What follows belongs to an exercise in optimizing a design on an open flow for small area, a short achievable clock period and few clock cycles per item; a production flow would make more cautious choices.
At most, simulation tests tie the RTL to the original design; equivalence was not proved.

v16:
// hsl_to_rgb_converter_unit
module hsl_to_rgb_converter_unit #(
  parameter int FRACTION_BITS = hslrgb_pkg::FRACTION_BITS
) (
  input  logic             clk,
  input  logic             rst_n,
  input  logic             in_valid,
  output logic             in_stall,
  input  hslrgb_pkg::hsl_t in_data,
  output logic             out_valid,
  input  logic             out_stall,
  output hslrgb_pkg::rgb_t out_data
);
  logic       en;
  logic [3:0] vld_r;
  assign en       = !(vld_r[3] && out_stall);
  assign in_stall = !en;
  always_ff @(posedge clk) begin
    if (!rst_n) begin
      vld_r <= '0;
    end else if (en) begin
      vld_r <= {vld_r[2:0], in_valid};
    end
  end
  logic [11:0] lmin;
  logic        lhi;
  logic [6:0]  hh;
  logic [7:0]  hlo;
  logic [2:0]  sect;
  logic [3:0]  frac_hi;
  logic [11:0] k;
  always_comb begin
    lhi = in_data.lightness[12] | in_data.lightness[11];
    if (in_data.lightness[12])
      lmin = '0;
    else if (in_data.lightness[11])
      lmin = 12'd0 - in_data.lightness[11:0];
    else
      lmin = in_data.lightness[11:0];
    hh  = in_data.hue[14:8];
    hlo = in_data.hue[7:0];
    if (hh >= 7'd90) begin
      sect    = 3'd5;
      frac_hi = 4'd0;
    end else begin
      sect    = 3'(hh / 7'd15);
      frac_hi = 4'(hh % 7'd15);
    end
    if (hh >= 7'd90)
      k = '0;
    else if (sect[0])
  ...
Settings: LEC_CHECK=0, CAP_MARGIN=20, CORE_MARGIN=2, CORE_UTILIZATION=40, PLACE_DENSITY=0.6, SETUP_SLACK_MARGIN=2.5, SLEW_MARGIN=20; clock period 7.0 ns.
run.sh (not shown) runs the stock make flow with config.mk's settings and CLKGATE_MAP_FILE= SYNTH_SCRIPT=/design/flow/synth_recipe.tcl, a recipe that flattens the netlist after the stock synthesis.
v16 | stages: all done | timing, DRC, antenna: all pass
#### Input delta (v1 over v16)
- SYNTH_HIERARCHICAL newly set to 1
- SETUP_SLACK_MARGIN changed from 2.5 to 2.0
==> comparison <==
v1 finished every step from synthesis to the final layout, and the layout passed the timing, design-rule and antenna checks. Diff v16 -> v1: count of clock-buffer cells in the layout up 1, placer congestion estimate up 3.5%, longest individual stage delay on the worst path up 90 ps, routed wire length up about 2%, cell count up 125. Compared v1 vs v16, and flip-flop and latch area is up in v1. s0_s_r[5]$_DFFE_PN_ as the worst setup path startpoint was reported by v1, and s0_s_r[0]$_DFFE_PN_ by v16.
The inputs of v40 differ from those of v1 as listed below.
- SYNTH_HIERARCHICAL removed (was 1)
## What came out
Both conditions hold for v40: the flow ran to the end and the final layout passed the timing, design-rule and antenna checks.
Compared with v1, in v40 placed instance count went down 172, global placer's final weighted congestion dropped 1.4%.
Going from v1 to v40, detailed placer's ending HPWL shrinks by 9.4%.
Function was not checked in any run of this note: the RTL went through the layout flow alone.

Another version of the RTL of hsl_to_rgb_converter_unit (not shown whole).
Size: ~1900 cells after synthesis, about 170 flip-flops, about 86 I/O pins, ~18000 um2 of cells after synthesis.
Settings: LEC_CHECK=0, ABC_CLOCK_PERIOD_IN_PS=4500, CAP_MARGIN=20, CORE_MARGIN=2, CORE_UTILIZATION=40, PLACE_DENSITY=0.6, SETUP_SLACK_MARGIN=1.5, SLEW_MARGIN=20; clock period 7.0 ns.
Testbench counts at the start, summed over its fixed seeds: cycles 8,032, items 8,000.
Rerun with:
--- a/flow/config.mk
+++ b/flow/config.mk
@@ -7,3 +7,3 @@
 export LEC_CHECK = 0
-export ABC_CLOCK_PERIOD_IN_PS = 4500
+export ABC_CLOCK_PERIOD_IN_PS = 1500
 export CAP_MARGIN = 20
Outcome: The changed run ran to the end with no violations. Cell area is unchanged. Die area is unchanged. Utilization stays the same.
Rerun with:
--- a/flow/config.mk
+++ b/flow/config.mk
@@ -7,3 +7,2 @@
 export LEC_CHECK = 0
-export ABC_CLOCK_PERIOD_IN_PS = 1500
 export CAP_MARGIN = 20
@@ -12,3 +11,3 @@
 export PLACE_DENSITY = 0.6
-export SETUP_SLACK_MARGIN = 1.5
+export SETUP_SLACK_MARGIN = 2.5
 export SLEW_MARGIN = 20
What happened: The new run produced a clean layout; count of clock-buffer cells in the layout shrinks by 1; worst setup slack is better by 0.11 ns; critical path depth is unchanged; first-iteration DRC count grows by 9.4%; flip-flop and latch count is unchanged.
Rerun with:
==> flow/flow/run.sh (new file) <==
#!/bin/bash
# The standard layout (the standard.sh: ORFS synthesis to finish), except
# that the port buffers use the smallest plain buffer instead of the delay
# buffer buffer_ports picks by default. Every port is still buffered.
set -euo pipefail
bash standard.sh "BUFFER_PORTS_ARGS=-buffer_cell sky130_fd_sc_hd__buf_1" finish > standard_flow.log 2>&1
==> flow/standard.sh (new file) <==
#!/bin/bash
# synth_recipe.tcl (not shown) runs the flow's synth.tcl, then flattens the netlist and writes it again
# the make line also repeats each setting of config.mk as NAME=value (left out here)
make -C /OpenROAD-flow-scripts/flow DESIGN_CONFIG=/design/flow/config.mk WORK_HOME=/design/flow/orfs CLKGATE_MAP_FILE= SYNTH_SCRIPT=/design/flow/synth_recipe.tcl "${@:-finish}"
--- a/flow/config.mk
+++ b/flow/config.mk
@@ -11,3 +11,3 @@
 export PLACE_DENSITY = 0.6
-export SETUP_SLACK_MARGIN = 2.5
+export SETUP_SLACK_MARGIN = 1.5
 export SLEW_MARGIN = 20
removed: flow/run.sh
After rerunning: The changed run completed with no timing, DRC or antenna violations. Design area came out lower by about 9%. Wire length falls by 6.3%. Count of clock-buffer cells in the layout is unchanged. Area after synthesis is unchanged. Critical path depth rose by 4.
Rerun with:
==> flow/run.sh (new file) <==
#!/bin/bash
# synth_recipe.tcl (not shown) runs the flow's synth.tcl, then flattens the netlist and writes it again
# the make line also repeats each setting of config.mk as NAME=value (left out here)
make -C /OpenROAD-flow-scripts/flow DESIGN_CONFIG=/design/flow/config.mk WORK_HOME=/design/flow/orfs CLKGATE_MAP_FILE= SYNTH_SCRIPT=/design/flow/synth_recipe.tcl finish
--- a/flow/config.mk
+++ b/flow/config.mk
@@ -11,3 +11,2 @@
 export PLACE_DENSITY = 0.6
-export SETUP_SLACK_MARGIN = 1.5
 export SLEW_MARGIN = 20
removed: flow/flow/run.sh
removed: flow/standard.sh
Effect: Design area falls by 0.36%. Worst setup slack loses 0.30 ns. Critical path depth shrinks by 2.

job 6296:
Another version of the RTL of hsl_to_rgb_converter_unit (not shown whole).
For scale: ~86 I/O pins.
// hsl_to_rgb_converter_unit
module hsl_to_rgb_converter_unit #(
  parameter int FRACTION_BITS = hslrgb_pkg::FRACTION_BITS
) (
  input  logic             clk,
  input  logic             rst_n,
  input  logic             in_valid,
  output logic             in_stall,
  input  hslrgb_pkg::hsl_t in_data,
  output logic             out_valid,
  input  logic             out_stall,
  output hslrgb_pkg::rgb_t out_data
);
  logic       en;
  logic [3:0] vld_r;
  assign en       = !(vld_r[3] && out_stall);
  assign in_stall = !en;
  always_ff @(posedge clk) begin
    if (!rst_n) begin
      vld_r <= '0;
    end else if (en) begin
      vld_r <= {vld_r[2:0], in_valid};
    end
  end
  logic [11:0] lmin;
  logic        lhi;
  logic [6:0]  hh;
  logic [7:0]  hlo;
  logic [2:0]  sect;
  logic [3:0]  frac_hi;
  logic [11:0] k;
  always_comb begin
    lhi = in_data.lightness[12] | in_data.lightness[11];
    if (in_data.lightness[12])
      lmin = '0;
    else if (in_data.lightness[11])
      lmin = 12'd0 - in_data.lightness[11:0];
    else
      lmin = in_data.lightness[11:0];
    hh  = in_data.hue[14:8];
    hlo = in_data.hue[7:0];
    if (hh >= 7'd90) begin
      sect    = 3'd5;
      frac_hi = 4'd0;
    end else begin
      sect    = 3'(hh / 7'd15);
      frac_hi = 4'(hh % 7'd15);
    end
    if (hh >= 7'd90)
      k = '0;
    else if (sect[0])
      k = {4'd14 - frac_hi, ~hlo} + 12'd1;    
    else
      k = {frac_hi, hlo};                     
  end
  logic [11:0] s0_m_r, s0_k_r;
  logic [5:0]  s0_s1_r, s0_s2_r, s0_s3_r;
  logic [12:0] s0_m3_r;
  logic        s0_sfull_r, s0_lhi_r;
  logic [2:0]  s0_sect_r;
  logic [11:0] cmul;
  logic [12:0] c, lig;
  ...
export LEC_CHECK = 0
export ABC_AREA = 1
export CAP_MARGIN = 20
export CORE_MARGIN = 2
export CORE_UTILIZATION = 40
export PLACE_DENSITY = 0.6
export SETUP_SLACK_MARGIN = 2.2
export SLEW_MARGIN = 20
create_clock -name core_clock -period 7.0 [get_ports {clk}]
standard.sh (not shown) runs the stock make flow with config.mk's settings and CLKGATE_MAP_FILE= SYNTH_SCRIPT=/design/flow/synth_recipe.tcl, a recipe that flattens the netlist after the stock synthesis.
==> flow/flow/run.sh <==
#!/bin/bash
# The standard layout (the standard.sh: ORFS synthesis to finish) with two
# changes that keep the design and its registers as the standard synthesis
# makes them:
#  - after synthesis, flow/invopt.py removes inverters around full adders
#    (a full adder of inverted inputs gives inverted outputs), a purely
#    combinational rewrite of the netlist;
#  - the port buffers use the smallest plain buffer instead of the delay
#    buffer buffer_ports picks by default. Every port is still buffered.
set -euo pipefail
RES=orfs/results/${FLOW_PLATFORM:-sky130hd}/hsl_to_rgb_converter_unit/base
bash standard.sh synth > standard_synth.log 2>&1
cp $RES/1_2_yosys.v yosys_netlist_orig.v
if python3 flow/invopt.py yosys_netlist_orig.v yosys_netlist_opt.v > invopt.log 2>&1; then
  cp yosys_netlist_opt.v $RES/1_2_yosys.v
  rm -f $RES/1_synth.odb $RES/1_synth.sdc
fi
bash standard.sh "BUFFER_PORTS_ARGS=-buffer_cell sky130_fd_sc_hd__buf_1" finish > standard_flow.log 2>&1
Other scripts of this flow, unchanged in this note and not shown: flow/flow/invopt.py
Testbench counts of job 6296, summed over its fixed seeds: cycles 8,032, items 8,000.
[inputs] job 4854 vs job 6296
- swapping 2.2 for 1.9 in SETUP_SLACK_MARGIN
[summary]
Per the comparison of job 4854 with job 6296, final cell count without fillers went down about 1%; cell area after layout went down 370 um2; reg-to-reg setup timing slack went down 0.32 ns; time the worst path needs with I/O delays and setup went up 0.32 ns. Delta (job 4854 minus job 6296): count of buffer and inverter cells on the critical path grew by 1, wire length shrank by about 1%, fraction of the core area covered by cells at the end of the flow shrank by 0.86 points, relative area change from synthesis to final layout shrank by 2.1 points. Compared with job 6296, job 4854 shows slack of the critical path lower by 0.32 ns. s2_q_r[14]$_DFFE_PN_ as the end point of the critical path was reported by job 4854, and s2_q_r[13]$_DFFE_PN_ by job 6296.
Inputs modified between job 4854 and job 540:
- SETUP_SLACK_MARGIN changed from 1.9 to 2.3
Notes after the runs:
Job 4854 -> job 540: net count after synthesis delta 0, exact match. Relative to job 4854, the non-clock buffer count measured on job 540 has increased by more than a quarter. In the metrics for job 4854 and job 540, the one carrying the lower net count reported at finish is job 4854. Delta(clock skew, job 540 - job 4854) > 0. The post-detailed-route wirelength per cell in job 540 sits about 2.2% above the value recorded for job 4854. Job 540 vs job 4854 — final area rose about 3%. Fill cell instance count of the final layout shrinks slightly when moving from job 4854 to job 540.
Input changes introduced in job 2752 (baseline for comparison: job 540):
- a change of SETUP_SLACK_MARGIN from 2.3 to 2.2
- a change of CORE_UTILIZATION from 40 to 50
- a change of PLACE_DENSITY from 0.6 to 0.65
==> comparison <==
- Looking at the reports, job 2752 completed the entire flow and the layout it produced met the timing, design-rule and antenna checks.
- Going from job 540 to job 2752, maximum frequency barely changed; hold slack barely changed; final setup slack of the worst path barely changed; number of rows in the core area dropped 8.
Input-level comparison between job 932 and job 2752:
- SETUP_SLACK_MARGIN: 2.2 -> 2.0
- PLACE_DENSITY: 0.65 -> 0.6
- CORE_UTILIZATION: 50 -> 40
Share of final-layout standard cells stronger than drive strength 1 in job 932 vs job 2752: down 0.64 points
Diff job 2752 -> job 932: routed wire length climbed 2000 um; final worst slack dropped 0.072 ns; via count went up.
Measured against each other, job 932 and job 2752 differ in area of the die, the lower figure coming from job 2752.
Between job 2752 and job 932, critical path depth decreased.
The following lists how job 6800 was set up differently from job 932:
- swapping 2.0 for 2.4 in SETUP_SLACK_MARGIN
Job 6800 finished all stages; the layout is clean. The delay contributed by the slowest stage of the critical path on job 6800 is in line with that on job 932. From job 932 to job 6800 the numbers moved as follows: clock buffer instance count of the final layout moved down. Changes observed in job 6800 relative to job 932: shortest period the worst path allows moved down, cell area grew by 590 um2, first-iteration DRC count now sits higher.

[static timing again, ports no longer ideal]
The results above use ideal ports. As a check the final layouts listed here were re-extracted and re-timed, cells and wires unchanged.
Step 1 assumes that a clkbuf_16 drives the clock port and a buf_2 every other input.
Step 2 times the ports against the registers' clock, not the clock port: input delays grow and output delays shrink by t, the midpoint of the rising clock arrivals with the driver on.
a / b / c = no drivers / after step 1 / after step 2; a / b = the first two.
| run | shift t [ns] | slack for setup (ns) | slew at the worst register clock pin (ns) |
|---|---|---|---|
| v16 | 0.507 | 2.149 / 2.149 / 2.149 | 0.08 / 0.08 |
| v1 | 0.534 | 2.105 / 2.105 / 1.865 | 0.08 / 0.08 |
| v40 | 0.517 | 2.024 / 2.024 / 1.943 | 0.08 / 0.08 |
| the first run of note 2 | 0.530 | 1.724 / 1.724 / 1.724 | 0.07 / 0.07 |
| the second run of note 2 | 0.530 | 1.724 / 1.724 / 1.724 | 0.07 / 0.07 |
| the third run of note 2 | 0.508 | 1.830 / 1.830 / 1.830 | 0.08 / 0.08 |
| the fourth run of note 2 | 0.534 | 1.647 / 1.647 / 1.647 | 0.08 / 0.08 |
| the fifth run of note 2 | 0.531 | 1.345 / 1.345 / 1.345 | 0.07 / 0.07 |
| job 6296 | 0.535 | 2.373 / 2.373 / 2.346 | 0.08 / 0.08 |
| job 4854 | 0.532 | 2.051 / 2.051 / 2.051 | 0.08 / 0.08 |
| job 540 | 0.546 | 2.312 / 2.312 / 2.312 | 0.08 / 0.08 |
| job 2752 | 0.505 | 2.312 / 2.312 / 2.263 | 0.08 / 0.08 |
| job 932 | 0.532 | 2.240 / 2.240 / 2.240 | 0.08 / 0.08 |
| job 6800 | 0.544 | 2.351 / 2.351 / 2.338 | 0.08 / 0.08 |
After both steps setup and hold are still met in every run listed. The setup slack of v1, which loses most, moves by 0.000 ns with the drivers and by -0.240 ns with both steps.
